Background: an optimization exercise with open tools, aiming at small area. Do not read the settings as production practice. Only simulation tests tie the RTL to the original design; equivalence was not proved. No activity file was given, so power comes from the tool's default toggle rates.

==> v24 <==
==> flow/design.v <==
package mips_pkg;
    localparam int DATA_W_DEF = 32;
    localparam int ADDR_W_DEF = 5;
    localparam logic [4:0] REG_ZERO = 5'd0;
    localparam logic [4:0] REG_RA   = 5'd31;
    typedef enum logic [1:0] {
        REGDST_RA = 2'b00,
        REGDST_RT = 2'b01,
        REGDST_RD = 2'b10
    } reg_dst_e;
endpackage
module rf_aoi3 (
    input  logic [2:0] s,
    input  logic [2:0] d,
    output logic       y_n
);
    assign y_n = ~|(s & d);
endmodule
module rf_read_bit (
    input  logic [30:0] s,
    input  logic [30:0] d,
    output logic        y
);
    logic [10:0] t_n;
    for (genvar k = 0; k < 10; k++) begin : g_aoi
        rf_aoi3 u_aoi (
            .s   (s[3*k+2:3*k]),
            .d   (d[3*k+2:3*k]),
            .y_n (t_n[k])
        );
    end
    assign t_n[10] = ~(s[30] & d[30]);
    assign y = ~&t_n;
endmodule
module rf_wmux (
    input  logic sel,
    input  logic sel_n,
    input  logic a,
    input  logic b,
    output logic d
);
    assign d = (sel & a) | (sel_n & b);
endmodule
module register_file #(
    parameter int DATA_W = mips_pkg::DATA_W_DEF,
    parameter int ADDR_W = mips_pkg::ADDR_W_DEF
) (
    input  logic              CLK,
    input  logic              Reset,
    input  logic              RegWre,
    input  logic [ADDR_W-1:0] WriteReg,
    input  logic [DATA_W-1:0] WriteData,
    input  logic [ADDR_W-1:0] rs,
    input  logic [ADDR_W-1:0] rt,
    output logic [DATA_W-1:0] ReadData1,
    output logic [DATA_W-1:0] ReadData2,
    output logic [DATA_W-1:0] ADR,
    output logic [DATA_W-1:0] BDR
);
    localparam int NUM_REGS = 1 << ADDR_W;
    logic [DATA_W-1:0]   data_r [1:NUM_REGS-1];
    logic [DATA_W-1:0]   data_d [1:NUM_REGS-1];
    logic [NUM_REGS-1:1] valid_r;
    logic [NUM_REGS-1:1] wsel_s;
    logic [NUM_REGS-1:1] sel1_s;
    logic [NUM_REGS-1:1] sel2_s;
    logic [NUM_REGS-1:1] wsel_n_s;
    logic [DATA_W-1:0]   adr_d;
    logic [DATA_W-1:0]   bdr_d;
    logic [DATA_W-1:0]   rd1_s;
    logic [DATA_W-1:0]   rd2_s;
    logic [DATA_W-1:0]   adr_r;
    logic [DATA_W-1:0]   bdr_r;
    logic                hit1_s;
    logic                hit2_s;
    always_comb begin
        for (int i = 1; i < NUM_REGS; i++) begin
            wsel_s[i] = RegWre && (WriteReg == ADDR_W'(i));
            sel1_s[i] = valid_r[i] && (rs == ADDR_W'(i));
            sel2_s[i] = valid_r[i] && (rt == ADDR_W'(i));
        end
    end
    assign wsel_n_s = ~wsel_s;
    for (genvar i = 1; i < NUM_REGS; i++) begin : g_word
        for (genvar b = 0; b < DATA_W; b++) begin : g_bit
            rf_wmux u_wmux (
                .sel   (wsel_s[i]),
                .sel_n (wsel_n_s[i]),
                .a     (WriteData[b]),
                .b     (data_r[i][b]),
                .d     (data_d[i][b])
            );
        end
    end
    always_ff @(posedge CLK) begin
        for (int i = 1; i < NUM_REGS; i++) begin
            data_r[i] <= data_d[i];
        end
    end
    always_ff @(posedge CLK or posedge Reset) begin
        if (Reset) valid_r <= '0;
        else       valid_r <= valid_r | wsel_s;
    end
    for (genvar b = 0; b < DATA_W; b++) begin : g_rd
        logic [NUM_REGS-2:0] col;
        for (genvar i = 1; i < NUM_REGS; i++) begin : g_col
            assign col[i-1] = data_r[i][b];
        end
        rf_read_bit u_rd1 (.s(sel1_s), .d(col), .y(rd1_s[b]));
        rf_read_bit u_rd2 (.s(sel2_s), .d(col), .y(rd2_s[b]));
    end
    assign hit1_s = RegWre && (WriteReg == rs) && (rs != '0);
    assign hit2_s = RegWre && (WriteReg == rt) && (rt != '0);
    for (genvar b = 0; b < DATA_W; b++) begin : g_byp
        rf_wmux u_byp1 (.sel(hit1_s), .sel_n(~hit1_s), .a(WriteData[b]), .b(rd1_s[b]), .d(adr_d[b]));
        rf_wmux u_byp2 (.sel(hit2_s), .sel_n(~hit2_s), .a(WriteData[b]), .b(rd2_s[b]), .d(bdr_d[b]));
    end
    always_ff @(posedge CLK or posedge Reset) begin
        if (Reset) begin
            adr_r <= '0;
            bdr_r <= '0;
        end else begin
            adr_r <= adr_d;
            bdr_r <= bdr_d;
        end
    end
    assign ReadData1 = rd1_s;
    assign ReadData2 = rd2_s;
    assign ADR       = adr_r;
    assign BDR       = bdr_r;
endmodule
==> flow/flow/run.sh <==
#!/bin/bash
# Standard ORFS layout, with two changes made through ORFS's own variables:
#  - port buffers use the smallest buffer cell (every port is still buffered);
#  - CTS inserts no dummy loads and uses small clock buffers in small clusters.
# Each tool's full output goes to the ORFS logs under orfs/logs/ and to standard.log here.
set -euo pipefail
export BUFFER_PORTS_ARGS="-buffer_cell sky130_fd_sc_hd__buf_1"
export CTS_ARGS="-sink_clustering_enable -repair_clock_nets -dont_use_dummy_load -sink_clustering_size 9 -sink_clustering_max_diameter 50 -buf_list {sky130_fd_sc_hd__clkbuf_4}"
bash standard.sh finish > standard.log 2>&1
==> flow/standard.sh <==
#!/bin/bash
# synth_recipe.tcl (not shown) runs the flow's synth.tcl, then flattens the netlist and writes it again
# the make line also repeats each setting of config.mk as NAME=value (left out here)
make -C /OpenROAD-flow-scripts/flow DESIGN_CONFIG=/design/flow/config.mk WORK_HOME=/design/flow/orfs CLKGATE_MAP_FILE= SYNTH_SCRIPT=/design/flow/synth_recipe.tcl "${@:-finish}"
==> flow/config.mk <==
export PLATFORM = sky130hd
export DESIGN_NAME = register_file
export DESIGN_NICKNAME = register_file
export VERILOG_FILES = /design/flow/design.v
export SDC_FILE = /design/flow/constraint.sdc
export NUM_CORES = 4
export LEC_CHECK = 0
export CAP_MARGIN = 0
export CORE_MARGIN = 2
export CORE_UTILIZATION = 40
export SLEW_MARGIN = 0
export SYNTH_HIERARCHICAL = 1
export SYNTH_MINIMUM_KEEP_SIZE = 0
==> flow/constraint.sdc <==
create_clock -name core_clock -period 8.0 [get_ports {CLK}]
set_input_delay 1.6000 -clock core_clock [delete_from_list [all_inputs] [get_ports {CLK}]]
set_output_delay 1.6000 -clock core_clock [all_outputs]
set_load 0.01 [all_outputs]
==> v37: changes against v24 <==
--- a/flow/flow/run.sh
+++ b/flow/flow/run.sh
@@ -7,3 +7,3 @@
 export BUFFER_PORTS_ARGS="-buffer_cell sky130_fd_sc_hd__buf_1"
-export CTS_ARGS="-sink_clustering_enable -repair_clock_nets -dont_use_dummy_load -sink_clustering_size 9 -sink_clustering_max_diameter 50 -buf_list {sky130_fd_sc_hd__clkbuf_4}"
+export CTS_ARGS="-sink_clustering_enable -repair_clock_nets -dont_use_dummy_load -sink_clustering_size 8 -sink_clustering_max_diameter 50 -buf_list {sky130_fd_sc_hd__clkbuf_4}"
 bash standard.sh finish > standard.log 2>&1
Settings changed: CORE_UTILIZATION 40 to 30.
==> notes <==
- Between v24 and v37, the lower cell count is in v24 (gap 7.9%, measured against v37).
- In v37 the via count is higher than in v24, by 0.62%.
- Between v37 and v24, the lower cell area is in v24 (gap about 1.4%, measured against v24).
- Against v24, the sequential share of layout area of v37 is lower by 0.68 points.
- Sequential power is about the same in v37 and v24.
- v24 ran to the end with no violations. v37 completed, yet does not pass: capacitance limit, slew limit.
- In v24 the worst hold slack is higher than in v37, by 11 ps.
- Flip-flop and latch count is the same in v37 and v24.
- Of v37 and v24, v24 has the higher first-iteration DRC count (gap 1.2%, measured against v24).
==> figures <==
End of the worst register-to-register path: v24 bdr_r[13]; v37 bdr_r[9]
Share of cell area taken by multi-input logic gates: v24 41.3%; v37 40.6%
Layout cells sized above 1: v24 9.59%; v37 9.38%
Power Dens Cells: v24 260 nW/um2; v37 258 nW/um2
FILL cells: v24 9,517; v37 13,454
Clk latency of the worst-skew pair: v24 1130 ps; v37 1230 ps
Slack of the critical path: v24 1310 ps; v37 1350 ps
Met2 track demand over resource in global routing: v24 50.7%; v37 37.3%
DRC marker count from the first detailed-route iteration: v24 10,116; v37 9,994
Fin nets: v24 3,732; v37 3,742
Portion of total power attributed to the clock network: v24 23.1%; v37 23.6%
Core occupancy in the finished layout: v24 44.6%; v37 33.9%
Outcome: v24 timing/DRC/antenna clean; v37 finished with violations
Reasons for failing layout checks: v24 -; v37 capacitance limit, slew limit
Fraction of area in registers: v24 49.1%; v37 48.4%
Switching power: v24 3.60 mW; v37 3.62 mW
End of the critical path: v24 ReadData2[25]; v37 ReadData2[9]
Terminating pin of the worst hold path: v24 valid_r[15]; v37 valid_r[17]

## port drivers added, routing unchanged
In the flow no input, the clock included, has a driving cell. The finished layouts below were timed again as built, in two steps.
Step 1 (the two cells are an assumption about what drives the block):
set clk [get_ports {CLK}]
set_driving_cell -lib_cell sky130_fd_sc_hd__clkbuf_16 $clk
set_driving_cell -lib_cell sky130_fd_sc_hd__buf_2 [delete_from_list [all_inputs] $clk]
Step 2 also shifts input and output timing later by t, the mid clock arrival at the registers, as if the neighbouring blocks saw the same clock.
Three values: ideal ports, drivers, drivers and shift; two values: the first two.
run | t (ns) | setup slack, ns | latest minus earliest clock arrival (ns)
v24 | 1.143 | 1.309 / 1.282 / 1.282 | 0.136 / 0.136
v37 | 1.229 | 1.351 / 1.149 / 1.149 | 0.144 / 0.144
For v37, which loses most, drivers alone change the setup slack by -0.202 ns; drivers and shift together by -0.202 ns.
